Source: an optimization exercise on an open RTL-to-GDS flow (aim: small area, a short achievable clock period and few clock cycles per item). Production flows keep margins and buffers that such runs may drop. In this exercise RTL edits were held to simulation tests only and were not proved equivalent to the original. Power is estimated from default activity; no workload was simulated.

<file path="flow/run.sh">
#!/bin/bash
# The standard layout, with two changes to how it is made (the clock period
# and constraints are the design's):
#  - the port buffers use the smallest buffer cell (every input and output
#    port still gets its own buffer);
#  - the timing repair aims for a setup margin of 5.25 ns instead of 5.
set -euo pipefail
bash standard.sh SETUP_SLACK_MARGIN=5.25 "BUFFER_PORTS_ARGS=-buffer_cell sky130_fd_sc_hd__buf_1" finish > flow_make.log 2>&1
</file>
<file path="standard.sh">
#!/bin/bash
# synth_recipe.tcl (not shown) runs the flow's synth.tcl, then flattens the netlist and writes it again
# the make line also repeats each setting of config.mk as NAME=value (left out here)
make -C /OpenROAD-flow-scripts/flow DESIGN_CONFIG=/design/flow/config.mk WORK_HOME=/design/flow/orfs CLKGATE_MAP_FILE= SYNTH_SCRIPT=/design/flow/synth_recipe.tcl "${@:-finish}"
</file>
<file path="config.mk">
export PLATFORM = sky130hd
export DESIGN_NAME = ex_stage
export DESIGN_NICKNAME = ex_stage
export VERILOG_FILES = /design/flow/design.v
export SDC_FILE = /design/flow/constraint.sdc
export NUM_CORES = 4
export LEC_CHECK = 0
export ABC_AREA = 1
export CAP_MARGIN = 20
export CORE_MARGIN = 2
export CORE_UTILIZATION = 40
export CTS_BUF_LIST = sky130_fd_sc_hd__clkbuf_8
export PLACE_DENSITY = 0.72
export SLEW_MARGIN = 20
export SYNTH_HIERARCHICAL = 1
</file>
<file path="constraint.sdc">
create_clock -name core_clock -period 10.0 [get_ports {clk}]
set_input_delay 2.0000 -clock core_clock [delete_from_list [all_inputs] [get_ports {clk}]]
set_output_delay 2.0000 -clock core_clock [all_outputs]
set_load 0.01 [all_outputs]
</file>
<file path="design.v">
package ex_pkg;
  localparam logic [3:0] OP_AND = 4'b0000;
  localparam logic [3:0] OP_OR  = 4'b0001;
  localparam logic [3:0] OP_ADD = 4'b0010;
  localparam logic [3:0] OP_XOR = 4'b0011;
  localparam logic [3:0] OP_SLL = 4'b0100;
  localparam logic [3:0] OP_SRL = 4'b0101;
  localparam logic [3:0] OP_SUB = 4'b0110;
  localparam logic [3:0] OP_SLT = 4'b0111;
  localparam logic [3:0] OP_MUL = 4'b1000;
  localparam logic [3:0] OP_NOR = 4'b1100;
  typedef enum logic {
    ST_IDLE = 1'b0,
    ST_MUL  = 1'b1
  } ex_state_e;
  localparam int unsigned DEFAULT_WIDTH = 32;
  localparam int unsigned MUL_SLICES    = DEFAULT_WIDTH / 8;
  function automatic integer mul_slices(input integer width);
    mul_slices = width / 8;
  endfunction
endpackage
import ex_pkg::*;
module ex_stage
#(
  parameter int unsigned WIDTH = 32
) (
  input  logic             clk,
  input  logic             rst,
  input  logic             in_valid,
  output logic             in_ready,
  input  logic [3:0]       operation,
  input  logic [WIDTH-1:0] op_a,
  input  logic [WIDTH-1:0] op_b,
  input  logic [4:0]       shamt,
  input  logic [4:0]       rd,
  input  logic             reg_write,
  input  logic             stall_in,
  input  logic             flush,
  output logic             out_valid,
  output logic [WIDTH-1:0] result,
  output logic             zero,
  output logic [4:0]       out_rd,
  output logic             out_reg_write,
  output logic             busy
);
  logic v0_q, v1_q;
  logic hold1_s, ld1_s, ld0_s;
  assign hold1_s  = v1_q & stall_in;
  assign ld1_s    = ~hold1_s;
  assign ld0_s    = ~(v0_q & hold1_s);
  assign in_ready = ld0_s;
  always_ff @(posedge clk) begin
    if (!rst || flush) begin
      v0_q <= 1'b0;
      v1_q <= 1'b0;
    end else begin
      if (ld0_s) v0_q <= in_valid;
      if (ld1_s) v1_q <= v0_q;
    end
  end
  logic op_mul, op_sll, op_srl, op_shift, op_sub, op_slt, op_useb;
  assign op_mul   = (operation == OP_MUL);
  assign op_sll   = (operation == OP_SLL);
  assign op_srl   = (operation == OP_SRL);
  assign op_shift = op_sll | op_srl;
  assign op_sub   = (operation == OP_SUB);
  assign op_slt   = (operation == OP_SLT);
  assign op_useb  = (operation == OP_ADD) | op_sub | op_slt | (operation == OP_AND) |
                    (operation == OP_OR) | (operation == OP_XOR) | (operation == OP_NOR);
  logic [31:0] a0_q;
  logic [11:0] one0_q, two0_q, neg0_q;
  logic        l_shift, l_other, l_mul, l_raw, l_hold;
  assign l_hold  = ~ld0_s;
  assign l_shift = ld0_s & op_shift;
  assign l_other = ld0_s & ~op_shift;
  assign l_mul   = ld0_s & op_mul;
  assign l_raw   = ld0_s & ~op_mul & ~op_shift;
  logic [31:0] b_rev, b_sh, b_pre, a_nx;
  always_comb begin
    for (int i = 0; i < 32; i++) b_rev[i] = op_b[31 - i];
    b_sh  = op_sll ? op_b : b_rev;
    b_pre = shamt[4] ? {b_sh[15:0], 16'd0} : b_sh;
  end
  assign a_nx = ({32{l_shift}} & b_pre) | ({32{l_other}} & op_a) | ({32{l_hold}} & a0_q);
  logic [11:0] one_nx, two_nx, neg_nx;
  logic        l_rawp, l_rawn;
  assign l_rawn = ld0_s & (op_sub | op_slt);
  assign l_rawp = l_raw & ~(op_sub | op_slt);
  always_comb begin
    for (int i = 0; i < 12; i++) begin
      logic b2, b1, bm, sel;
      b2  = op_b[2*i+1];
      b1  = op_b[2*i];
      bm  = (i == 0) ? 1'b0 : op_b[2*i-1];
      sel = (i < 8) && (shamt[3:1] == 3'(i));
      one_nx[i] = (l_mul & (b1 ^ bm)) | (l_shift & sel & ~shamt[0]) |
                  (l_rawp & b1) | (l_rawn & ~b1) | (l_hold & one0_q[i]);
      two_nx[i] = (l_mul & ((b2 & ~b1 & ~bm) | (~b2 & b1 & bm))) |
                  (l_shift & sel & shamt[0]) | (l_hold & two0_q[i]);
      neg_nx[i] = ((l_mul | l_rawp) & b2) | (l_rawn & ~b2) | (l_hold & neg0_q[i]);
    end
  end
  logic [3:0] wone, wtwo, wneg;
  always_comb begin
    for (int k = 0; k < 4; k++) begin
      logic b2, b1, bm;
      b2 = op_b[2*(12+k)+1];
      b1 = op_b[2*(12+k)];
      bm = op_b[2*(12+k)-1];
      wone[k] = b1 ^ bm;
      wtwo[k] = (b2 & ~b1 & ~bm) | (~b2 & b1 & bm);
      wneg[k] = b2;
    end
  end
  logic [7:0] wpp12;
  logic [5:0] wpp13;
  logic [3:0] wpp14;
  logic       wpp15_0, wpp15_1;
  logic [7:0] a8_sh;
  assign a8_sh   = {op_a[6:0], 1'b0};
  assign wpp12   = ({8{wone[0]}} & op_a[7:0] | {8{wtwo[0]}} & a8_sh[7:0]) ^ {8{wneg[0]}};
  assign wpp13   = ({6{wone[1]}} & op_a[5:0] | {6{wtwo[1]}} & a8_sh[5:0]) ^ {6{wneg[1]}};
  assign wpp14   = ({4{wone[2]}} & op_a[3:0] | {4{wtwo[2]}} & a8_sh[3:0]) ^ {4{wneg[2]}};
  assign wpp15_0 = wone[3] & op_a[0];
  assign wpp15_1 = (wone[3] & (op_a[1] ^ (wneg[3] & op_a[0]))) | (wtwo[3] & op_a[0]);
  logic [7:0] wt_x, wt_y;
  wire whs22, whc22;
  ex_ha u_wha22 (.a(wpp12[4]), .b(wpp13[2]), .s(whs22), .co(whc22));
  wire whs23, whc23;
  ex_ha u_wha23 (.a(wpp12[5]), .b(wpp13[3]), .s(whs23), .co(whc23));
  wire wfs198, wfc198;
  ex_fa u_wfa198 (.a(wpp12[6]), .b(wpp13[4]), .c(wpp14[2]), .s(wfs198), .co(wfc198));
  wire wfs199, wfc199;
  ex_fa u_wfa199 (.a(wpp12[7]), .b(wpp13[5]), .c(wpp14[3]), .s(wfs199), .co(wfc199));
  wire whs24, whc24;
  ex_ha u_wha24 (.a(wpp12[2]), .b(wpp13[0]), .s(whs24), .co(whc24));
  wire whs25, whc25;
  ex_ha u_wha25 (.a(wpp12[3]), .b(wpp13[1]), .s(whs25), .co(whc25));
  wire wfs200, wfc200;
  ex_fa u_wfa200 (.a(whs22), .b(wpp14[0]), .c(wneg[2]), .s(wfs200), .co(wfc200));
  wire wfs201, wfc201;
  ex_fa u_wfa201 (.a(whc22), .b(whs23), .c(wpp14[1]), .s(wfs201), .co(wfc201));
  wire wfs202, wfc202;
  ex_fa u_wfa202 (.a(whc23), .b(wfs198), .c(wpp15_0), .s(wfs202), .co(wfc202));
  wire wfs203, wfc203;
  ex_fa u_wfa203 (.a(wfc198), .b(wfs199), .c(wpp15_1), .s(wfs203), .co(wfc203));
  assign wt_x = {wfc202, wfc201, wfc200, whc25, whc24, whs24, wpp12[1], wpp12[0]};
  assign wt_y = {wfs203, wfs202, wfs201, wfs200, whs25, wneg[1], 1'b0, wneg[0]};
  logic [7:0] w0_q, w_nx;
  assign w_nx = ({8{l_mul}} & (wt_x + wt_y)) | ({8{l_rawp}} & op_b[31:24]) |
                ({8{l_rawn}} & ~op_b[31:24]) | ({8{l_hold}} & w0_q);
  logic [3:0]  op0_q;
  logic [4:0]  rd0_q;
  logic        rw0_q;
  always_ff @(posedge clk) begin
    a0_q   <= a_nx;
    one0_q <= one_nx;
    two0_q <= two_nx;
    neg0_q <= neg_nx;
    w0_q   <= w_nx;
  end
  always_ff @(posedge clk) begin
    if (ld0_s) begin
      op0_q  <= operation;
      rd0_q  <= rd;
      rw0_q  <= reg_write;
    end
  end
  logic [31:0] b0_raw;
  always_comb begin
    for (int i = 0; i < 12; i++) begin
      b0_raw[2*i]   = one0_q[i];
      b0_raw[2*i+1] = neg0_q[i];
    end
    b0_raw[31:24] = w0_q;
  end
  logic [31:0] a_sh;
  assign a_sh = {a0_q[30:0], 1'b0};
  logic [31:0] pp0;
  logic [29:0] pp1;
  logic [27:0] pp2;
  logic [25:0] pp3;
  logic [23:0] pp4;
  logic [21:0] pp5;
  logic [19:0] pp6;
  logic [17:0] pp7;
  logic [15:0] pp8;
  logic [13:0] pp9;
  logic [11:0] pp10;
  logic [9:0]  pp11;
  logic [11:0] bone, btwo, bneg;
  assign bone = one0_q;
  assign btwo = two0_q;
  assign bneg = neg0_q;
  assign pp0  = ({32{bone[0]}}  & a0_q[31:0]  | {32{btwo[0]}}  & a_sh[31:0])  ^ {32{bneg[0]}};
  assign pp1  = ({30{bone[1]}}  & a0_q[29:0]  | {30{btwo[1]}}  & a_sh[29:0])  ^ {30{bneg[1]}};
  assign pp2  = ({28{bone[2]}}  & a0_q[27:0]  | {28{btwo[2]}}  & a_sh[27:0])  ^ {28{bneg[2]}};
  assign pp3  = ({26{bone[3]}}  & a0_q[25:0]  | {26{btwo[3]}}  & a_sh[25:0])  ^ {26{bneg[3]}};
  assign pp4  = ({24{bone[4]}}  & a0_q[23:0]  | {24{btwo[4]}}  & a_sh[23:0])  ^ {24{bneg[4]}};
  assign pp5  = ({22{bone[5]}}  & a0_q[21:0]  | {22{btwo[5]}}  & a_sh[21:0])  ^ {22{bneg[5]}};
  assign pp6  = ({20{bone[6]}}  & a0_q[19:0]  | {20{btwo[6]}}  & a_sh[19:0])  ^ {20{bneg[6]}};
  assign pp7  = ({18{bone[7]}}  & a0_q[17:0]  | {18{btwo[7]}}  & a_sh[17:0])  ^ {18{bneg[7]}};
  assign pp8  = ({16{bone[8]}}  & a0_q[15:0]  | {16{btwo[8]}}  & a_sh[15:0])  ^ {16{bneg[8]}};
  assign pp9  = ({14{bone[9]}}  & a0_q[13:0]  | {14{btwo[9]}}  & a_sh[13:0])  ^ {14{bneg[9]}};
  assign pp10 = ({12{bone[10]}} & a0_q[11:0]  | {12{btwo[10]}} & a_sh[11:0])  ^ {12{bneg[10]}};
  assign pp11 = ({10{bone[11]}} & a0_q[9:0]   | {10{btwo[11]}} & a_sh[9:0])   ^ {10{bneg[11]}};
  logic [31:0] tree_x, tree_y;
  wire hs0, hc0;
  ex_ha u_ha0 (.a(pp0[16]), .b(pp1[14]), .s(hs0), .co(hc0));
  wire hs1, hc1;
  ex_ha u_ha1 (.a(pp0[17]), .b(pp1[15]), .s(hs1), .co(hc1));
  wire fs0, fc0;
  ex_fa u_fa0 (.a(pp0[18]), .b(pp1[16]), .c(pp2[14]), .s(fs0), .co(fc0));
  wire hs2, hc2;
  ex_ha u_ha2 (.a(pp3[12]), .b(pp4[10]), .s(hs2), .co(hc2));
  wire fs1, fc1;
  ex_fa u_fa1 (.a(pp0[19]), .b(pp1[17]), .c(pp2[15]), .s(fs1), .co(fc1));
  wire hs3, hc3;
  ex_ha u_ha3 (.a(pp3[13]), .b(pp4[11]), .s(hs3), .co(hc3));
  wire fs2, fc2;
  ex_fa u_fa2 (.a(pp0[20]), .b(pp1[18]), .c(pp2[16]), .s(fs2), .co(fc2));
  wire fs3, fc3;
  ex_fa u_fa3 (.a(pp3[14]), .b(pp4[12]), .c(pp5[10]), .s(fs3), .co(fc3));
  wire hs4, hc4;
  ex_ha u_ha4 (.a(pp6[8]), .b(pp7[6]), .s(hs4), .co(hc4));
  wire fs4, fc4;
  ex_fa u_fa4 (.a(pp0[21]), .b(pp1[19]), .c(pp2[17]), .s(fs4), .co(fc4));
  wire fs5, fc5;
  ex_fa u_fa5 (.a(pp3[15]), .b(pp4[13]), .c(pp5[11]), .s(fs5), .co(fc5));
  wire hs5, hc5;
  ex_ha u_ha5 (.a(pp6[9]), .b(pp7[7]), .s(hs5), .co(hc5));
  wire fs6, fc6;
  ex_fa u_fa6 (.a(pp0[22]), .b(pp1[20]), .c(pp2[18]), .s(fs6), .co(fc6));
  wire fs7, fc7;
  ex_fa u_fa7 (.a(pp3[16]), .b(pp4[14]), .c(pp5[12]), .s(fs7), .co(fc7));
  wire fs8, fc8;
  ex_fa u_fa8 (.a(pp6[10]), .b(pp7[8]), .c(pp8[6]), .s(fs8), .co(fc8));
  wire hs6, hc6;
  ex_ha u_ha6 (.a(pp9[4]), .b(pp10[2]), .s(hs6), .co(hc6));
  wire fs9, fc9;
  ex_fa u_fa9 (.a(pp0[23]), .b(pp1[21]), .c(pp2[19]), .s(fs9), .co(fc9));
  wire fs10, fc10;
  ex_fa u_fa10 (.a(pp3[17]), .b(pp4[15]), .c(pp5[13]), .s(fs10), .co(fc10));
  wire fs11, fc11;
  ex_fa u_fa11 (.a(pp6[11]), .b(pp7[9]), .c(pp8[7]), .s(fs11), .co(fc11));
  wire hs7, hc7;
  ex_ha u_ha7 (.a(pp9[5]), .b(pp10[3]), .s(hs7), .co(hc7));
  wire fs12, fc12;
  ex_fa u_fa12 (.a(pp0[24]), .b(pp1[22]), .c(pp2[20]), .s(fs12), .co(fc12));
  wire fs13, fc13;
  ex_fa u_fa13 (.a(pp3[18]), .b(pp4[16]), .c(pp5[14]), .s(fs13), .co(fc13));
  wire fs14, fc14;
  ex_fa u_fa14 (.a(pp6[12]), .b(pp7[10]), .c(pp8[8]), .s(fs14), .co(fc14));
  wire fs15, fc15;
  ex_fa u_fa15 (.a(pp9[6]), .b(pp10[4]), .c(pp11[2]), .s(fs15), .co(fc15));
  wire fs16, fc16;
  ex_fa u_fa16 (.a(pp0[25]), .b(pp1[23]), .c(pp2[21]), .s(fs16), .co(fc16));
  wire fs17, fc17;
  ex_fa u_fa17 (.a(pp3[19]), .b(pp4[17]), .c(pp5[15]), .s(fs17), .co(fc17));
  wire fs18, fc18;
  ex_fa u_fa18 (.a(pp6[13]), .b(pp7[11]), .c(pp8[9]), .s(fs18), .co(fc18));
  wire fs19, fc19;
  ex_fa u_fa19 (.a(pp9[7]), .b(pp10[5]), .c(pp11[3]), .s(fs19), .co(fc19));
  wire fs20, fc20;
  ex_fa u_fa20 (.a(pp0[26]), .b(pp1[24]), .c(pp2[22]), .s(fs20), .co(fc20));
  wire fs21, fc21;
  ex_fa u_fa21 (.a(pp3[20]), .b(pp4[18]), .c(pp5[16]), .s(fs21), .co(fc21));
  wire fs22, fc22;
  ex_fa u_fa22 (.a(pp6[14]), .b(pp7[12]), .c(pp8[10]), .s(fs22), .co(fc22));
  wire fs23, fc23;
  ex_fa u_fa23 (.a(pp9[8]), .b(pp10[6]), .c(pp11[4]), .s(fs23), .co(fc23));
  wire fs24, fc24;
  ex_fa u_fa24 (.a(pp0[27]), .b(pp1[25]), .c(pp2[23]), .s(fs24), .co(fc24));
  wire fs25, fc25;
  ex_fa u_fa25 (.a(pp3[21]), .b(pp4[19]), .c(pp5[17]), .s(fs25), .co(fc25));
  wire fs26, fc26;
  ex_fa u_fa26 (.a(pp6[15]), .b(pp7[13]), .c(pp8[11]), .s(fs26), .co(fc26));
  wire fs27, fc27;
  ex_fa u_fa27 (.a(pp9[9]), .b(pp10[7]), .c(pp11[5]), .s(fs27), .co(fc27));
  wire fs28, fc28;
  ex_fa u_fa28 (.a(pp0[28]), .b(pp1[26]), .c(pp2[24]), .s(fs28), .co(fc28));
  wire fs29, fc29;
  ex_fa u_fa29 (.a(pp3[22]), .b(pp4[20]), .c(pp5[18]), .s(fs29), .co(fc29));
  wire fs30, fc30;
  ex_fa u_fa30 (.a(pp6[16]), .b(pp7[14]), .c(pp8[12]), .s(fs30), .co(fc30));
  wire fs31, fc31;
  ex_fa u_fa31 (.a(pp9[10]), .b(pp10[8]), .c(pp11[6]), .s(fs31), .co(fc31));
  wire fs32, fc32;
  ex_fa u_fa32 (.a(pp0[29]), .b(pp1[27]), .c(pp2[25]), .s(fs32), .co(fc32));
  wire fs33, fc33;
  ex_fa u_fa33 (.a(pp3[23]), .b(pp4[21]), .c(pp5[19]), .s(fs33), .co(fc33));
  wire fs34, fc34;
  ex_fa u_fa34 (.a(pp6[17]), .b(pp7[15]), .c(pp8[13]), .s(fs34), .co(fc34));
  wire fs35, fc35;
  ex_fa u_fa35 (.a(pp9[11]), .b(pp10[9]), .c(pp11[7]), .s(fs35), .co(fc35));
  wire fs36, fc36;
  ex_fa u_fa36 (.a(pp0[30]), .b(pp1[28]), .c(pp2[26]), .s(fs36), .co(fc36));
  wire fs37, fc37;
  ex_fa u_fa37 (.a(pp3[24]), .b(pp4[22]), .c(pp5[20]), .s(fs37), .co(fc37));
  wire fs38, fc38;
  ex_fa u_fa38 (.a(pp6[18]), .b(pp7[16]), .c(pp8[14]), .s(fs38), .co(fc38));
  wire fs39, fc39;
  ex_fa u_fa39 (.a(pp9[12]), .b(pp10[10]), .c(pp11[8]), .s(fs39), .co(fc39));
  wire fs40, fc40;
  ex_fa u_fa40 (.a(pp0[31]), .b(pp1[29]), .c(pp2[27]), .s(fs40), .co(fc40));
  wire fs41, fc41;
  ex_fa u_fa41 (.a(pp3[25]), .b(pp4[23]), .c(pp5[21]), .s(fs41), .co(fc41));
  wire fs42, fc42;
  ex_fa u_fa42 (.a(pp6[19]), .b(pp7[17]), .c(pp8[15]), .s(fs42), .co(fc42));
  wire fs43, fc43;
  ex_fa u_fa43 (.a(pp9[13]), .b(pp10[11]), .c(pp11[9]), .s(fs43), .co(fc43));
  wire hs8, hc8;
  ex_ha u_ha8 (.a(pp0[10]), .b(pp1[8]), .s(hs8), .co(hc8));
  wire hs9, hc9;
  ex_ha u_ha9 (.a(pp0[11]), .b(pp1[9]), .s(hs9), .co(hc9));
  wire fs44, fc44;
  ex_fa u_fa44 (.a(pp0[12]), .b(pp1[10]), .c(pp2[8]), .s(fs44), .co(fc44));
  wire hs10, hc10;
  ex_ha u_ha10 (.a(pp3[6]), .b(pp4[4]), .s(hs10), .co(hc10));
  wire fs45, fc45;
  ex_fa u_fa45 (.a(pp0[13]), .b(pp1[11]), .c(pp2[9]), .s(fs45), .co(fc45));
  wire hs11, hc11;
  ex_ha u_ha11 (.a(pp3[7]), .b(pp4[5]), .s(hs11), .co(hc11));
  wire fs46, fc46;
  ex_fa u_fa46 (.a(pp0[14]), .b(pp1[12]), .c(pp2[10]), .s(fs46), .co(fc46));
  wire fs47, fc47;
  ex_fa u_fa47 (.a(pp3[8]), .b(pp4[6]), .c(pp5[4]), .s(fs47), .co(fc47));
  wire hs12, hc12;
  ex_ha u_ha12 (.a(pp6[2]), .b(pp7[0]), .s(hs12), .co(hc12));
  wire fs48, fc48;
  ex_fa u_fa48 (.a(pp0[15]), .b(pp1[13]), .c(pp2[11]), .s(fs48), .co(fc48));
  wire fs49, fc49;
  ex_fa u_fa49 (.a(pp3[9]), .b(pp4[7]), .c(pp5[5]), .s(fs49), .co(fc49));
  wire hs13, hc13;
  ex_ha u_ha13 (.a(pp6[3]), .b(pp7[1]), .s(hs13), .co(hc13));
  wire fs50, fc50;
  ex_fa u_fa50 (.a(hs0), .b(pp2[12]), .c(pp3[10]), .s(fs50), .co(fc50));
  wire fs51, fc51;
  ex_fa u_fa51 (.a(pp4[8]), .b(pp5[6]), .c(pp6[4]), .s(fs51), .co(fc51));
  wire fs52, fc52;
  ex_fa u_fa52 (.a(pp7[2]), .b(pp8[0]), .c(bneg[8]), .s(fs52), .co(fc52));
  wire fs53, fc53;
  ex_fa u_fa53 (.a(hc0), .b(hs1), .c(pp2[13]), .s(fs53), .co(fc53));
  wire fs54, fc54;
  ex_fa u_fa54 (.a(pp3[11]), .b(pp4[9]), .c(pp5[7]), .s(fs54), .co(fc54));
  wire fs55, fc55;
  ex_fa u_fa55 (.a(pp6[5]), .b(pp7[3]), .c(pp8[1]), .s(fs55), .co(fc55));
  wire fs56, fc56;
  ex_fa u_fa56 (.a(hc1), .b(fs0), .c(hs2), .s(fs56), .co(fc56));
  wire fs57, fc57;
  ex_fa u_fa57 (.a(pp5[8]), .b(pp6[6]), .c(pp7[4]), .s(fs57), .co(fc57));
  wire fs58, fc58;
  ex_fa u_fa58 (.a(pp8[2]), .b(pp9[0]), .c(bneg[9]), .s(fs58), .co(fc58));
  wire fs59, fc59;
  ex_fa u_fa59 (.a(fc0), .b(hc2), .c(fs1), .s(fs59), .co(fc59));
  wire fs60, fc60;
  ex_fa u_fa60 (.a(hs3), .b(pp5[9]), .c(pp6[7]), .s(fs60), .co(fc60));
  wire fs61, fc61;
  ex_fa u_fa61 (.a(pp7[5]), .b(pp8[3]), .c(pp9[1]), .s(fs61), .co(fc61));
  wire fs62, fc62;
  ex_fa u_fa62 (.a(fc1), .b(hc3), .c(fs2), .s(fs62), .co(fc62));
  wire fs63, fc63;
  ex_fa u_fa63 (.a(fs3), .b(hs4), .c(pp8[4]), .s(fs63), .co(fc63));
  wire fs64, fc64;
  ex_fa u_fa64 (.a(pp9[2]), .b(pp10[0]), .c(bneg[10]), .s(fs64), .co(fc64));
  wire fs65, fc65;
  ex_fa u_fa65 (.a(fc2), .b(fc3), .c(hc4), .s(fs65), .co(fc65));
  wire fs66, fc66;
  ex_fa u_fa66 (.a(fs4), .b(fs5), .c(hs5), .s(fs66), .co(fc66));
  wire fs67, fc67;
  ex_fa u_fa67 (.a(pp8[5]), .b(pp9[3]), .c(pp10[1]), .s(fs67), .co(fc67));
  wire fs68, fc68;
  ex_fa u_fa68 (.a(fc4), .b(fc5), .c(hc5), .s(fs68), .co(fc68));
  wire fs69, fc69;
  ex_fa u_fa69 (.a(fs6), .b(fs7), .c(fs8), .s(fs69), .co(fc69));
  wire fs70, fc70;
  ex_fa u_fa70 (.a(hs6), .b(pp11[0]), .c(bneg[11]), .s(fs70), .co(fc70));
  wire fs71, fc71;
  ex_fa u_fa71 (.a(fc6), .b(fc7), .c(fc8), .s(fs71), .co(fc71));
  wire fs72, fc72;
  ex_fa u_fa72 (.a(hc6), .b(fs9), .c(fs10), .s(fs72), .co(fc72));
  wire fs73, fc73;
  ex_fa u_fa73 (.a(fs11), .b(hs7), .c(pp11[1]), .s(fs73), .co(fc73));
  wire fs74, fc74;
  ex_fa u_fa74 (.a(fc9), .b(fc10), .c(fc11), .s(fs74), .co(fc74));
  wire fs75, fc75;
  ex_fa u_fa75 (.a(hc7), .b(fs12), .c(fs13), .s(fs75), .co(fc75));
  wire fs76, fc76;
  ex_fa u_fa76 (.a(fs14), .b(fs15), .c(w0_q[0]), .s(fs76), .co(fc76));
  wire fs77, fc77;
  ex_fa u_fa77 (.a(fc12), .b(fc13), .c(fc14), .s(fs77), .co(fc77));
  wire fs78, fc78;
  ex_fa u_fa78 (.a(fc15), .b(fs16), .c(fs17), .s(fs78), .co(fc78));
  wire fs79, fc79;
  ex_fa u_fa79 (.a(fs18), .b(fs19), .c(w0_q[1]), .s(fs79), .co(fc79));
  wire fs80, fc80;
  ex_fa u_fa80 (.a(fc16), .b(fc17), .c(fc18), .s(fs80), .co(fc80));
  wire fs81, fc81;
  ex_fa u_fa81 (.a(fc19), .b(fs20), .c(fs21), .s(fs81), .co(fc81));
  wire fs82, fc82;
  ex_fa u_fa82 (.a(fs22), .b(fs23), .c(w0_q[2]), .s(fs82), .co(fc82));
  wire fs83, fc83;
  ex_fa u_fa83 (.a(fc20), .b(fc21), .c(fc22), .s(fs83), .co(fc83));
  wire fs84, fc84;
  ex_fa u_fa84 (.a(fc23), .b(fs24), .c(fs25), .s(fs84), .co(fc84));
  wire fs85, fc85;
  ex_fa u_fa85 (.a(fs26), .b(fs27), .c(w0_q[3]), .s(fs85), .co(fc85));
  wire fs86, fc86;
  ex_fa u_fa86 (.a(fc24), .b(fc25), .c(fc26), .s(fs86), .co(fc86));
  wire fs87, fc87;
  ex_fa u_fa87 (.a(fc27), .b(fs28), .c(fs29), .s(fs87), .co(fc87));
  wire fs88, fc88;
  ex_fa u_fa88 (.a(fs30), .b(fs31), .c(w0_q[4]), .s(fs88), .co(fc88));
  wire fs89, fc89;
  ex_fa u_fa89 (.a(fc28), .b(fc29), .c(fc30), .s(fs89), .co(fc89));
  wire fs90, fc90;
  ex_fa u_fa90 (.a(fc31), .b(fs32), .c(fs33), .s(fs90), .co(fc90));
  wire fs91, fc91;
  ex_fa u_fa91 (.a(fs34), .b(fs35), .c(w0_q[5]), .s(fs91), .co(fc91));
  wire fs92, fc92;
  ex_fa u_fa92 (.a(fc32), .b(fc33), .c(fc34), .s(fs92), .co(fc92));
  wire fs93, fc93;
  ex_fa u_fa93 (.a(fc35), .b(fs36), .c(fs37), .s(fs93), .co(fc93));
  wire fs94, fc94;
  ex_fa u_fa94 (.a(fs38), .b(fs39), .c(w0_q[6]), .s(fs94), .co(fc94));
  wire fs95, fc95;
  ex_fa u_fa95 (.a(fc36), .b(fc37), .c(fc38), .s(fs95), .co(fc95));
  wire fs96, fc96;
  ex_fa u_fa96 (.a(fc39), .b(fs40), .c(fs41), .s(fs96), .co(fc96));
  wire fs97, fc97;
  ex_fa u_fa97 (.a(fs42), .b(fs43), .c(w0_q[7]), .s(fs97), .co(fc97));
  wire hs14, hc14;
  ex_ha u_ha14 (.a(pp0[6]), .b(pp1[4]), .s(hs14), .co(hc14));
  wire hs15, hc15;
  ex_ha u_ha15 (.a(pp0[7]), .b(pp1[5]), .s(hs15), .co(hc15));
  wire fs98, fc98;
  ex_fa u_fa98 (.a(pp0[8]), .b(pp1[6]), .c(pp2[4]), .s(fs98), .co(fc98));
  wire hs16, hc16;
  ex_ha u_ha16 (.a(pp3[2]), .b(pp4[0]), .s(hs16), .co(hc16));
  wire fs99, fc99;
  ex_fa u_fa99 (.a(pp0[9]), .b(pp1[7]), .c(pp2[5]), .s(fs99), .co(fc99));
  wire hs17, hc17;
  ex_ha u_ha17 (.a(pp3[3]), .b(pp4[1]), .s(hs17), .co(hc17));
  wire fs100, fc100;
  ex_fa u_fa100 (.a(hs8), .b(pp2[6]), .c(pp3[4]), .s(fs100), .co(fc100));
  wire fs101, fc101;
  ex_fa u_fa101 (.a(pp4[2]), .b(pp5[0]), .c(bneg[5]), .s(fs101), .co(fc101));
  wire fs102, fc102;
  ex_fa u_fa102 (.a(hc8), .b(hs9), .c(pp2[7]), .s(fs102), .co(fc102));
  wire fs103, fc103;
  ex_fa u_fa103 (.a(pp3[5]), .b(pp4[3]), .c(pp5[1]), .s(fs103), .co(fc103));
  wire fs104, fc104;
  ex_fa u_fa104 (.a(hc9), .b(fs44), .c(hs10), .s(fs104), .co(fc104));
  wire fs105, fc105;
  ex_fa u_fa105 (.a(pp5[2]), .b(pp6[0]), .c(bneg[6]), .s(fs105), .co(fc105));
  wire fs106, fc106;
  ex_fa u_fa106 (.a(fc44), .b(hc10), .c(fs45), .s(fs106), .co(fc106));
  wire fs107, fc107;
  ex_fa u_fa107 (.a(hs11), .b(pp5[3]), .c(pp6[1]), .s(fs107), .co(fc107));
  wire fs108, fc108;
  ex_fa u_fa108 (.a(fc45), .b(hc11), .c(fs46), .s(fs108), .co(fc108));
  wire fs109, fc109;
  ex_fa u_fa109 (.a(fs47), .b(hs12), .c(bneg[7]), .s(fs109), .co(fc109));
  wire fs110, fc110;
  ex_fa u_fa110 (.a(fc46), .b(fc47), .c(hc12), .s(fs110), .co(fc110));
  wire fs111, fc111;
  ex_fa u_fa111 (.a(fs48), .b(fs49), .c(hs13), .s(fs111), .co(fc111));
  wire fs112, fc112;
  ex_fa u_fa112 (.a(fc48), .b(fc49), .c(hc13), .s(fs112), .co(fc112));
  wire fs113, fc113;
  ex_fa u_fa113 (.a(fs50), .b(fs51), .c(fs52), .s(fs113), .co(fc113));
  wire fs114, fc114;
  ex_fa u_fa114 (.a(fc50), .b(fc51), .c(fc52), .s(fs114), .co(fc114));
  wire fs115, fc115;
  ex_fa u_fa115 (.a(fs53), .b(fs54), .c(fs55), .s(fs115), .co(fc115));
  wire fs116, fc116;
  ex_fa u_fa116 (.a(fc53), .b(fc54), .c(fc55), .s(fs116), .co(fc116));
  wire fs117, fc117;
  ex_fa u_fa117 (.a(fs56), .b(fs57), .c(fs58), .s(fs117), .co(fc117));
  wire fs118, fc118;
  ex_fa u_fa118 (.a(fc56), .b(fc57), .c(fc58), .s(fs118), .co(fc118));
  wire fs119, fc119;
  ex_fa u_fa119 (.a(fs59), .b(fs60), .c(fs61), .s(fs119), .co(fc119));
  wire fs120, fc120;
  ex_fa u_fa120 (.a(fc59), .b(fc60), .c(fc61), .s(fs120), .co(fc120));
  wire fs121, fc121;
  ex_fa u_fa121 (.a(fs62), .b(fs63), .c(fs64), .s(fs121), .co(fc121));
  wire fs122, fc122;
  ex_fa u_fa122 (.a(fc62), .b(fc63), .c(fc64), .s(fs122), .co(fc122));
  wire fs123, fc123;
  ex_fa u_fa123 (.a(fs65), .b(fs66), .c(fs67), .s(fs123), .co(fc123));
  wire fs124, fc124;
  ex_fa u_fa124 (.a(fc65), .b(fc66), .c(fc67), .s(fs124), .co(fc124));
  wire fs125, fc125;
  ex_fa u_fa125 (.a(fs68), .b(fs69), .c(fs70), .s(fs125), .co(fc125));
  wire fs126, fc126;
  ex_fa u_fa126 (.a(fc68), .b(fc69), .c(fc70), .s(fs126), .co(fc126));
  wire fs127, fc127;
  ex_fa u_fa127 (.a(fs71), .b(fs72), .c(fs73), .s(fs127), .co(fc127));
  wire fs128, fc128;
  ex_fa u_fa128 (.a(fc71), .b(fc72), .c(fc73), .s(fs128), .co(fc128));
  wire fs129, fc129;
  ex_fa u_fa129 (.a(fs74), .b(fs75), .c(fs76), .s(fs129), .co(fc129));
  wire fs130, fc130;
  ex_fa u_fa130 (.a(fc74), .b(fc75), .c(fc76), .s(fs130), .co(fc130));
  wire fs131, fc131;
  ex_fa u_fa131 (.a(fs77), .b(fs78), .c(fs79), .s(fs131), .co(fc131));
  wire fs132, fc132;
  ex_fa u_fa132 (.a(fc77), .b(fc78), .c(fc79), .s(fs132), .co(fc132));
  wire fs133, fc133;
  ex_fa u_fa133 (.a(fs80), .b(fs81), .c(fs82), .s(fs133), .co(fc133));
  wire fs134, fc134;
  ex_fa u_fa134 (.a(fc80), .b(fc81), .c(fc82), .s(fs134), .co(fc134));
  wire fs135, fc135;
  ex_fa u_fa135 (.a(fs83), .b(fs84), .c(fs85), .s(fs135), .co(fc135));
  wire fs136, fc136;
  ex_fa u_fa136 (.a(fc83), .b(fc84), .c(fc85), .s(fs136), .co(fc136));
  wire fs137, fc137;
  ex_fa u_fa137 (.a(fs86), .b(fs87), .c(fs88), .s(fs137), .co(fc137));
  wire fs138, fc138;
  ex_fa u_fa138 (.a(fc86), .b(fc87), .c(fc88), .s(fs138), .co(fc138));
  wire fs139, fc139;
  ex_fa u_fa139 (.a(fs89), .b(fs90), .c(fs91), .s(fs139), .co(fc139));
  wire fs140, fc140;
  ex_fa u_fa140 (.a(fc89), .b(fc90), .c(fc91), .s(fs140), .co(fc140));
  wire fs141, fc141;
  ex_fa u_fa141 (.a(fs92), .b(fs93), .c(fs94), .s(fs141), .co(fc141));
  wire fs142, fc142;
  ex_fa u_fa142 (.a(fc92), .b(fc93), .c(fc94), .s(fs142), .co(fc142));
  wire fs143, fc143;
  ex_fa u_fa143 (.a(fs95), .b(fs96), .c(fs97), .s(fs143), .co(fc143));
  wire hs18, hc18;
  ex_ha u_ha18 (.a(pp0[4]), .b(pp1[2]), .s(hs18), .co(hc18));
  wire hs19, hc19;
  ex_ha u_ha19 (.a(pp0[5]), .b(pp1[3]), .s(hs19), .co(hc19));
  wire fs144, fc144;
  ex_fa u_fa144 (.a(hs14), .b(pp2[2]), .c(pp3[0]), .s(fs144), .co(fc144));
  wire fs145, fc145;
  ex_fa u_fa145 (.a(hc14), .b(hs15), .c(pp2[3]), .s(fs145), .co(fc145));
  wire fs146, fc146;
  ex_fa u_fa146 (.a(hc15), .b(fs98), .c(hs16), .s(fs146), .co(fc146));
  wire fs147, fc147;
  ex_fa u_fa147 (.a(fc98), .b(hc16), .c(fs99), .s(fs147), .co(fc147));
  wire fs148, fc148;
  ex_fa u_fa148 (.a(fc99), .b(hc17), .c(fs100), .s(fs148), .co(fc148));
  wire fs149, fc149;
  ex_fa u_fa149 (.a(fc100), .b(fc101), .c(fs102), .s(fs149), .co(fc149));
  wire fs150, fc150;
  ex_fa u_fa150 (.a(fc102), .b(fc103), .c(fs104), .s(fs150), .co(fc150));
  wire fs151, fc151;
  ex_fa u_fa151 (.a(fc104), .b(fc105), .c(fs106), .s(fs151), .co(fc151));
  wire fs152, fc152;
  ex_fa u_fa152 (.a(fc106), .b(fc107), .c(fs108), .s(fs152), .co(fc152));
  wire fs153, fc153;
  ex_fa u_fa153 (.a(fc108), .b(fc109), .c(fs110), .s(fs153), .co(fc153));
  wire fs154, fc154;
  ex_fa u_fa154 (.a(fc110), .b(fc111), .c(fs112), .s(fs154), .co(fc154));
  wire fs155, fc155;
  ex_fa u_fa155 (.a(fc112), .b(fc113), .c(fs114), .s(fs155), .co(fc155));
  wire fs156, fc156;
  ex_fa u_fa156 (.a(fc114), .b(fc115), .c(fs116), .s(fs156), .co(fc156));
  wire fs157, fc157;
  ex_fa u_fa157 (.a(fc116), .b(fc117), .c(fs118), .s(fs157), .co(fc157));
  wire fs158, fc158;
  ex_fa u_fa158 (.a(fc118), .b(fc119), .c(fs120), .s(fs158), .co(fc158));
  wire fs159, fc159;
  ex_fa u_fa159 (.a(fc120), .b(fc121), .c(fs122), .s(fs159), .co(fc159));
  wire fs160, fc160;
  ex_fa u_fa160 (.a(fc122), .b(fc123), .c(fs124), .s(fs160), .co(fc160));
  wire fs161, fc161;
  ex_fa u_fa161 (.a(fc124), .b(fc125), .c(fs126), .s(fs161), .co(fc161));
  wire fs162, fc162;
  ex_fa u_fa162 (.a(fc126), .b(fc127), .c(fs128), .s(fs162), .co(fc162));
  wire fs163, fc163;
  ex_fa u_fa163 (.a(fc128), .b(fc129), .c(fs130), .s(fs163), .co(fc163));
  wire fs164, fc164;
  ex_fa u_fa164 (.a(fc130), .b(fc131), .c(fs132), .s(fs164), .co(fc164));
  wire fs165, fc165;
  ex_fa u_fa165 (.a(fc132), .b(fc133), .c(fs134), .s(fs165), .co(fc165));
  wire fs166, fc166;
  ex_fa u_fa166 (.a(fc134), .b(fc135), .c(fs136), .s(fs166), .co(fc166));
  wire fs167, fc167;
  ex_fa u_fa167 (.a(fc136), .b(fc137), .c(fs138), .s(fs167), .co(fc167));
  wire fs168, fc168;
  ex_fa u_fa168 (.a(fc138), .b(fc139), .c(fs140), .s(fs168), .co(fc168));
  wire fs169, fc169;
  ex_fa u_fa169 (.a(fc140), .b(fc141), .c(fs142), .s(fs169), .co(fc169));
  wire hs20, hc20;
  ex_ha u_ha20 (.a(pp0[2]), .b(pp1[0]), .s(hs20), .co(hc20));
  wire hs21, hc21;
  ex_ha u_ha21 (.a(pp0[3]), .b(pp1[1]), .s(hs21), .co(hc21));
  wire fs170, fc170;
  ex_fa u_fa170 (.a(hs18), .b(pp2[0]), .c(bneg[2]), .s(fs170), .co(fc170));
  wire fs171, fc171;
  ex_fa u_fa171 (.a(hc18), .b(hs19), .c(pp2[1]), .s(fs171), .co(fc171));
  wire fs172, fc172;
  ex_fa u_fa172 (.a(hc19), .b(fs144), .c(bneg[3]), .s(fs172), .co(fc172));
  wire fs173, fc173;
  ex_fa u_fa173 (.a(fc144), .b(fs145), .c(pp3[1]), .s(fs173), .co(fc173));
  wire fs174, fc174;
  ex_fa u_fa174 (.a(fc145), .b(fs146), .c(bneg[4]), .s(fs174), .co(fc174));
  wire fs175, fc175;
  ex_fa u_fa175 (.a(fc146), .b(fs147), .c(hs17), .s(fs175), .co(fc175));
  wire fs176, fc176;
  ex_fa u_fa176 (.a(fc147), .b(fs148), .c(fs101), .s(fs176), .co(fc176));
  wire fs177, fc177;
  ex_fa u_fa177 (.a(fc148), .b(fs149), .c(fs103), .s(fs177), .co(fc177));
  wire fs178, fc178;
  ex_fa u_fa178 (.a(fc149), .b(fs150), .c(fs105), .s(fs178), .co(fc178));
  wire fs179, fc179;
  ex_fa u_fa179 (.a(fc150), .b(fs151), .c(fs107), .s(fs179), .co(fc179));
  wire fs180, fc180;
  ex_fa u_fa180 (.a(fc151), .b(fs152), .c(fs109), .s(fs180), .co(fc180));
  wire fs181, fc181;
  ex_fa u_fa181 (.a(fc152), .b(fs153), .c(fs111), .s(fs181), .co(fc181));
  wire fs182, fc182;
  ex_fa u_fa182 (.a(fc153), .b(fs154), .c(fs113), .s(fs182), .co(fc182));
  wire fs183, fc183;
  ex_fa u_fa183 (.a(fc154), .b(fs155), .c(fs115), .s(fs183), .co(fc183));
  wire fs184, fc184;
  ex_fa u_fa184 (.a(fc155), .b(fs156), .c(fs117), .s(fs184), .co(fc184));
  wire fs185, fc185;
  ex_fa u_fa185 (.a(fc156), .b(fs157), .c(fs119), .s(fs185), .co(fc185));
  wire fs186, fc186;
  ex_fa u_fa186 (.a(fc157), .b(fs158), .c(fs121), .s(fs186), .co(fc186));
  wire fs187, fc187;
  ex_fa u_fa187 (.a(fc158), .b(fs159), .c(fs123), .s(fs187), .co(fc187));
  wire fs188, fc188;
  ex_fa u_fa188 (.a(fc159), .b(fs160), .c(fs125), .s(fs188), .co(fc188));
  wire fs189, fc189;
  ex_fa u_fa189 (.a(fc160), .b(fs161), .c(fs127), .s(fs189), .co(fc189));
  wire fs190, fc190;
  ex_fa u_fa190 (.a(fc161), .b(fs162), .c(fs129), .s(fs190), .co(fc190));
  wire fs191, fc191;
  ex_fa u_fa191 (.a(fc162), .b(fs163), .c(fs131), .s(fs191), .co(fc191));
  wire fs192, fc192;
  ex_fa u_fa192 (.a(fc163), .b(fs164), .c(fs133), .s(fs192), .co(fc192));
  wire fs193, fc193;
  ex_fa u_fa193 (.a(fc164), .b(fs165), .c(fs135), .s(fs193), .co(fc193));
  wire fs194, fc194;
  ex_fa u_fa194 (.a(fc165), .b(fs166), .c(fs137), .s(fs194), .co(fc194));
  wire fs195, fc195;
  ex_fa u_fa195 (.a(fc166), .b(fs167), .c(fs139), .s(fs195), .co(fc195));
  wire fs196, fc196;
  ex_fa u_fa196 (.a(fc167), .b(fs168), .c(fs141), .s(fs196), .co(fc196));
  wire fs197, fc197;
  ex_fa u_fa197 (.a(fc168), .b(fs169), .c(fs143), .s(fs197), .co(fc197));
  assign tree_x = {fc196, fc195, fc194, fc193, fc192, fc191, fc190, fc189, fc188, fc187, fc186, fc185, fc184, fc183, fc182, fc181, fc180, fc179, fc178, fc177, fc176, fc175, fc174, fc173, fc172, fc171, fc170, hc21, hc20, hs20, pp0[1], pp0[0]};
  assign tree_y = {fs197, fs196, fs195, fs194, fs193, fs192, fs191, fs190, fs189, fs188, fs187, fs186, fs185, fs184, fs183, fs182, fs181, fs180, fs179, fs178, fs177, fs176, fs175, fs174, fs173, fs172, fs171, fs170, hs21, bneg[1], 1'b0, bneg[0]};
  logic [31:0] hp, hg, hp_rev;
  assign hp = tree_x ^ tree_y;
  assign hg = tree_x & tree_y;
  always_comb begin
    for (int i = 0; i < 32; i++) hp_rev[i] = hp[31 - i];
  end
  logic [31:0] ap, ag;
  assign ap = a0_q ^ b0_raw;
  assign ag = a0_q & b0_raw;
  logic [31:0] sg [0:5];
  logic [31:0] sp [0:5];
  logic        lt;
  always_comb begin
    sg[0] = {1'b0, ag[30:1], ag[0] | ap[0]};
    sp[0] = {1'b1, ap[30:1], 1'b0};
    for (int l = 0; l < 5; l++) begin
      sg[l+1] = 32'd0;
      sp[l+1] = 32'd0;
      for (int j = 0; j < (16 >> l); j++) begin
        sg[l+1][j] = sg[l][2*j+1] | (sp[l][2*j+1] & sg[l][2*j]);
        sp[l+1][j] = sp[l][2*j+1] & sp[l][2*j];
      end
    end
    lt = ap[31] ? ~sg[5][0] : a0_q[31];
  end
  logic [31:0] p1_q, g1_q;
  logic s_tree, s_srl, s_ap, s_addsub, s_ag, s_or, s_nor, s_slt, s_hold;
  assign s_hold   = ~ld1_s;
  assign s_tree   = ld1_s & ((op0_q == OP_MUL) | (op0_q == OP_SLL));
  assign s_srl    = ld1_s & (op0_q == OP_SRL);
  assign s_addsub = ld1_s & ((op0_q == OP_ADD) | (op0_q == OP_SUB));
  assign s_ap     = s_addsub | (ld1_s & (op0_q == OP_XOR));
  assign s_ag     = ld1_s & (op0_q == OP_AND);
  assign s_or     = ld1_s & (op0_q == OP_OR);
  assign s_nor    = ld1_s & (op0_q == OP_NOR);
  assign s_slt    = ld1_s & (op0_q == OP_SLT);
  logic        is_sub;
  logic [31:0] aps, ags;
  assign is_sub = (op0_q == OP_SUB);
  assign aps    = {ap[31:1], ap[0] ^ is_sub};
  assign ags    = {ag[31:1], ag[0] | (is_sub & ap[0])};
  logic [31:0] p_nx, g_nx;
  assign p_nx = ({32{s_tree}} & hp) | ({32{s_srl}} & hp_rev) | ({32{s_ap}} & aps) |
                ({32{s_ag}} & ag) | ({32{s_or}} & (ap | ag)) | ({32{s_nor}} & ~(ap | ag)) |
                {31'd0, s_slt & lt} | ({32{s_hold}} & p1_q);
  assign g_nx = ({32{s_tree}} & hg) | ({32{s_addsub}} & ags) | ({32{s_hold}} & g1_q);
  logic [4:0]  rd1_q;
  logic        rw1_q;
  always_ff @(posedge clk) begin
    p1_q <= p_nx;
    g1_q <= g_nx;
  end
  always_ff @(posedge clk) begin
    if (ld1_s) begin
      rd1_q <= rd0_q;
      rw1_q <= rw0_q;
    end
  end
  logic [31:0] hg0, hpp0, hgk [0:4], hpk [0:4];
  logic [31:0] gall, cy;
  always_comb begin
    hg0  = g1_q;
    hpp0 = p1_q;
    hgk[0] = hg0;
    hpk[0] = hpp0;
    for (int i = 1; i < 32; i += 2) begin
      hgk[0][i] = hg0[i] | (hpp0[i] & hg0[i-1]);
      hpk[0][i] = hpp0[i] & hpp0[i-1];
    end
    for (int l = 1; l < 5; l++) begin
      hgk[l] = hgk[l-1];
      hpk[l] = hpk[l-1];
      for (int i = 1; i < 32; i += 2) begin
        if (i - (1 << l) >= 0) begin
          hgk[l][i] = hgk[l-1][i] | (hpk[l-1][i] & hgk[l-1][i - (1 << l)]);
          hpk[l][i] = hpk[l-1][i] & hpk[l-1][i - (1 << l)];
        end
      end
    end
    gall = hgk[4];
    for (int i = 2; i < 32; i += 2)
      gall[i] = hg0[i] | (hpp0[i] & hgk[4][i-1]);
    cy = {gall[30:0], 1'b0};
  end
  logic [31:0] zterm;
  assign zterm = p1_q ^ {p1_q[30:0] | g1_q[30:0], 1'b0};
  assign result        = p1_q ^ cy;
  assign zero          = ~|zterm;
  assign out_valid     = v1_q;
  assign out_rd        = rd1_q;
  assign out_reg_write = rw1_q;
  assign busy          = v0_q;
endmodule
module ex_fa (
  input  logic a,
  input  logic b,
  input  logic c,
  output logic s,
  output logic co
);
  assign s  = a ^ b ^ c;
  assign co = (a & b) | (a & c) | (b & c);
endmodule
module ex_ha (
  input  logic a,
  input  logic b,
  output logic s,
  output logic co
);
  assign s  = a ^ b;
  assign co = a & b;
endmodule
</file>
==> run notes <==
==> modules after synthesis (local to each module, per instance) <==
module | cells | cell area [um^2] | flops+latches | times used
ex_stage | 2159 | 15300 | 157 | 1
ex_fa | 1 | 20.0 | 0 | 204
ex_ha | 1 | 12.5 | 0 | 26
==> power groups by stage <==
stage	registers [mW]	logic [mW]	clock network, mW
2_1_floorplan	0.848	3.25	0
3_3_place_gp	0.910	5.28	0
3_5_place_dp	0.915	5.37	0
4_1_cts	0.906	5.42	0.539
5_1_grt	0.932	6.05	0.561
6_report	0.922	5.75	0.545
==> worst paths after layout <==
check,endpoint,slack [ns],cells after the start
worst min-delay path,rd1_q[3],0.44,0
worst max-delay path,in_ready,5.29,5
worst max register to register,p1_q[8],5.32,10
worst min register to register,rd1_q[3],0.44,0
==> what timing repair did <==
action / 4_1_cts / 5_1_grt
endpoints found under the setup margin: 63 / 49
buffers inserted: 14 / 34
gates cloned: 6 / 2
pin swaps: 2 / 6
resized for setup: 35 / 85
hold endpoints to repair: 0 / 0
hold buffers: 0 / 0
==> cell families after synthesis <==
| group | count (synthesis) |
|---|---|
| buffers and inverters | 381 |
| DFF | 157 |
| AOI/OAI and AO/OA | 624 |
| and+or+nand+nor | 564 |
| xor gates and xnor gates | 315 |
| adders and majority gates | 348 |
==> cell usage after synthesis, types with 40 or more instances <==
master                     count  area (um^2)
sky130_fd_sc_hd__a21oi_1      83          415
sky130_fd_sc_hd__inv_1       182          683
sky130_fd_sc_hd__nand3_1      40          200
sky130_fd_sc_hd__o22ai_1     282         1760
sky130_fd_sc_hd__dfxtp_1     141         2820
sky130_fd_sc_hd__xor2_1      308         2700
sky130_fd_sc_hd__fa_1        205         4100
sky130_fd_sc_hd__clkbuf_1    116          435
sky130_fd_sc_hd__nor2_1      115          432
sky130_fd_sc_hd__nand2_1     349         1310
sky130_fd_sc_hd__ha_1        143         1790
sky130_fd_sc_hd__a22oi_1      49          368
sky130_fd_sc_hd__o21ai_0      91          455
==> metrics by stage <==
| step | power [mW] | hold WS, ns | cells |
|---|---|---|---|
| 6_report | 7.22 | 0.443 | 3121 |
| 5_1_grt | 7.54 | 0.447 | 3121 |
| 4_1_cts | 6.87 | 0.445 | 3085 |
| 3_5_place_dp | 6.29 | 0.418 | 3033 |
| 3_3_place_gp | 6.19 | 0.401 | 3033 |
| 2_1_floorplan | 4.10 | 0.400 | 2389 |
==> routing by layer <==
layer  global-route usage  share of wire  vias up
li1                     -              -     8361
met1                0.429           0.39     9560
met2                0.465           0.41     1694
met3                0.113           0.15      350
met4                0.145          0.054        8
met5                    0        0.00086        -
==> critical path, delay by kind of cell <==
family                 cells  cell delay [ns]
buffers and inverters      3             0.39
AND/OR/NAND/NOR            2             0.32
==> sequential cells by signal, summed over array words and instances, names as in the netlist <==
name and cells:
rw1_q 1, two0_q 12, rw0_q 1, w0_q 8
v0_q 1, v1_q 1, rd0_q 5, p1_q 32
g1_q 31, one0_q 12, neg0_q 12, rd1_q 5
a0_q 32, op0_q 4
==> final cells by class <==
cell class | instances | area (um^2) | area share
Timing Repair Buffer | 197 | 1130 | 0.0519
Sequential cell | 157 | 3330 | 0.153
Clock inverter | 15 | 186 | 0.00858
Inverter | 212 | 911 | 0.0419
Multi-Input combinational cell | 1852 | 15100 | 0.693
Timing Repair inverter | 7 | 52.6 | 0.00242
Tap cell | 664 | 831 | 0.0382
Clock buffer | 17 | 234 | 0.0108
==> parameters.txt <==
Parameter                              Value

Outcome
  Result of the run ... complete, no violations

Logic synthesis
  Count of yosys warnings during synthesis ... 11
  Post-Synthesis Net Count ... 2,821
  Share of synthesized flip-flops with an asynchronous set or reset ... 0
  Largest family of logic cells by synthesized area ... adder cells
  Adder-Cell Fraction of Synth Area ... 0.299
  XOR/XNOR Fraction of Synth Area ... 0.140
  Seq/Total Area, Yosys ... 0.168
  Number of synthesized flops with an enable pin ... 16
  Number of different library cells in the post-synthesis netlist ... 45
  Cells after synthesis ... 2,389
  Average footprint of a synthesized cell ... 8.25 um^2
  Yosys reg bits ... 157
  Syn Std Cell Area ... 0.0197 mm^2
  Post-synthesis mux area share ... 0
  Share of synthesized cell area in and, or, nand and nor gates ... 0.118
  Compound-Gate Fraction of Synth Area ... 0.201
  Synth Flop Type ... sky130_fd_sc_hd__dfxtp_1

Global route
  Vias in the first global route ... 19,497
  Number of antenna violations at the first check in global routing ... 3
  Congestion Overflow GR ... 0
  Maximum number of pins on one net before global-route repair ... 87
  Global-route wire length before repair ... 123 mm
  Global-route usage over all layers ... 0.322

Worst setup path
  Endpoint required time on the critical path ... 8.00 ns
  Source of the worst register-to-register timing path ... neg0_q[0]
  Cells traversed along the worst timing path ... buf_2 > nand2_8 > nor2_4 > inv_2 > buf_1
  Startpoint kind of the worst setup timing path ... primary input
  Highest-delay cell along the critical path ... sky130_fd_sc_hd__buf_2
  Max FO, Critical Path ... 14
  Critical path origin ... stall_in
  Max incr delay on CP ... 0.20 ns
  Arrival time of the worst setup path ... 2.71 ns
  Critical path class ... primary input to output port
  Kind of capture point of the worst setup path ... output port

Place
  Input/output buffers ... 125
  Post-DP HPWL ... 58.6 mm
  Post-placement worst setup slack ... 4.50 ns
  Weighted congestion reported at the end of routability-driven placement ... 0.989
  Area of placed instances ... 0.0205 mm^2

Detailed routing
  Antenna viol nets, final ... 0
  Number of search-and-repair iterations in the first detailed-routing pass ... 7
  Starting DRT DRC Count ... 3,210
  Routed vias ... 19,973
  Final wirelength ... 83.4 mm
  Post-detailed-route wirelength per cell ... 26.7 um
  Remaining DRCs ... 0
  Via/cell ratio ... 6.40

Clocking
  Number of CTS-inserted buffers ... 17
  Clk Latency, worst-skew pair ... 0.51 ns
  Clock root buffer ... sky130_fd_sc_hd__clkbuf_8
  Total number of clock tree sinks ... 157
  Clock tree from TritonCTS ... built
  Maximum number of buffers from clock root to sink ... 2
  Clock transition at the register clock pins on the worst setup and hold paths after CTS ... 0.10 ns
  Max H-tree Level ... 4

Timing
  Period utilisation layout ... 0.471
  Achievable clock frequency ... 212 MHz
  Time the worst path needs with I/O delays and setup ... 4.71 ns
  Setup Total Neg Slack ... 0 ns
  Normalized max-slew margin ... 0.289
  Fin. Hold Viols ... 0
  Transition time at the pin with the least slew margin ... 1.06 ns
  Unrepaired setup endpoints after global routing ... yes
  Post-route clock skew ... 0.0257 ns
  Final setup slack of the worst path ... 5.29 ns
  Endpoints failing setup ... 0
  Final Max Tran Viols ... 0

Final layout
  Post-layout net count ... 2,876
  Count of antenna diodes in the layout ... 0
  Final Util ... 0.446
  Fin area ... 0.0217 mm^2
  Most used cells in the layout excluding fill and tap cells ... 348 x sky130_fd_sc_hd__nand2_1, 307 x sky130_fd_sc_hd__xor2_1, 281 x sky130_fd_sc_hd__o22ai_1
  Leading cell type in the layout, fill and taps excluded ... sky130_fd_sc_hd__nand2_1
  Share of layout cells above drive strength 1 ... 0.0822
  Number of inserted filler cells in the final layout ... 4,753
  Area growth from synthesis to layout ... 10.3%

Pwr
  Power Density ... 332 mW/mm^2
  Net Switching ... 3.92 mW
  Combinational Power Share ... 0.797
  Peak supply drop ... 0.411 mV
  Sequential power share ... 0.128
  Internal portion of total power ... 3.30 mW
  Standby leakage power ... 9.22 nW
  Net switching fraction of the power ... 0.543
  Clk pwr share ... 0.075

Hold path
  Hold path startpoint ... rd0_q[3]
  Hold Path Class ... register to register

Run
  Max Cap Violations ... 0

Floorplanning
  Initial standard-cell utilization of the core ... 0.404
  Row Count ... 81
  Height of the die ... 226 um
  Total I/O pin count ... 126
  Die X-Extent ... 226 um
  Core area ... 0.0487 mm^2
  Die area ... 0.0511 mm^2
Testbench counts, summed over its fixed seeds: cycles 13,329, items 12,000.

-- re-timing with driven ports --
The flow's constraints put no driver on any port. The routed layout listed below was extracted and timed again, unchanged, in two steps.
Step 1 (the two cells are an assumption about what drives the block):
set clk [get_ports {clk}]
set_driving_cell -lib_cell sky130_fd_sc_hd__clkbuf_16 $clk
set_driving_cell -lib_cell sky130_fd_sc_hd__buf_2 [delete_from_list [all_inputs] $clk]
Step 2 times the ports against the registers' clock, not the clock port: input delays grow and output delays shrink by t, the midpoint of the rising clock arrivals with the driver on.
Slacks: ideal / step 1 / step 2; pairs: ideal / step 1.
t, ns: 0.546
setup slack, ns: 5.292 / 5.266 / 4.958
latest minus earliest clock arrival (ns): 0.025 / 0.026
worst register clock-pin slew, ns: 0.11 / 0.11
worst slew at a driven data input, ns: 0.06
After both steps setup and hold are still met in this run. The setup slack of this run moves by -0.026 ns with the drivers and by -0.334 ns with both steps.
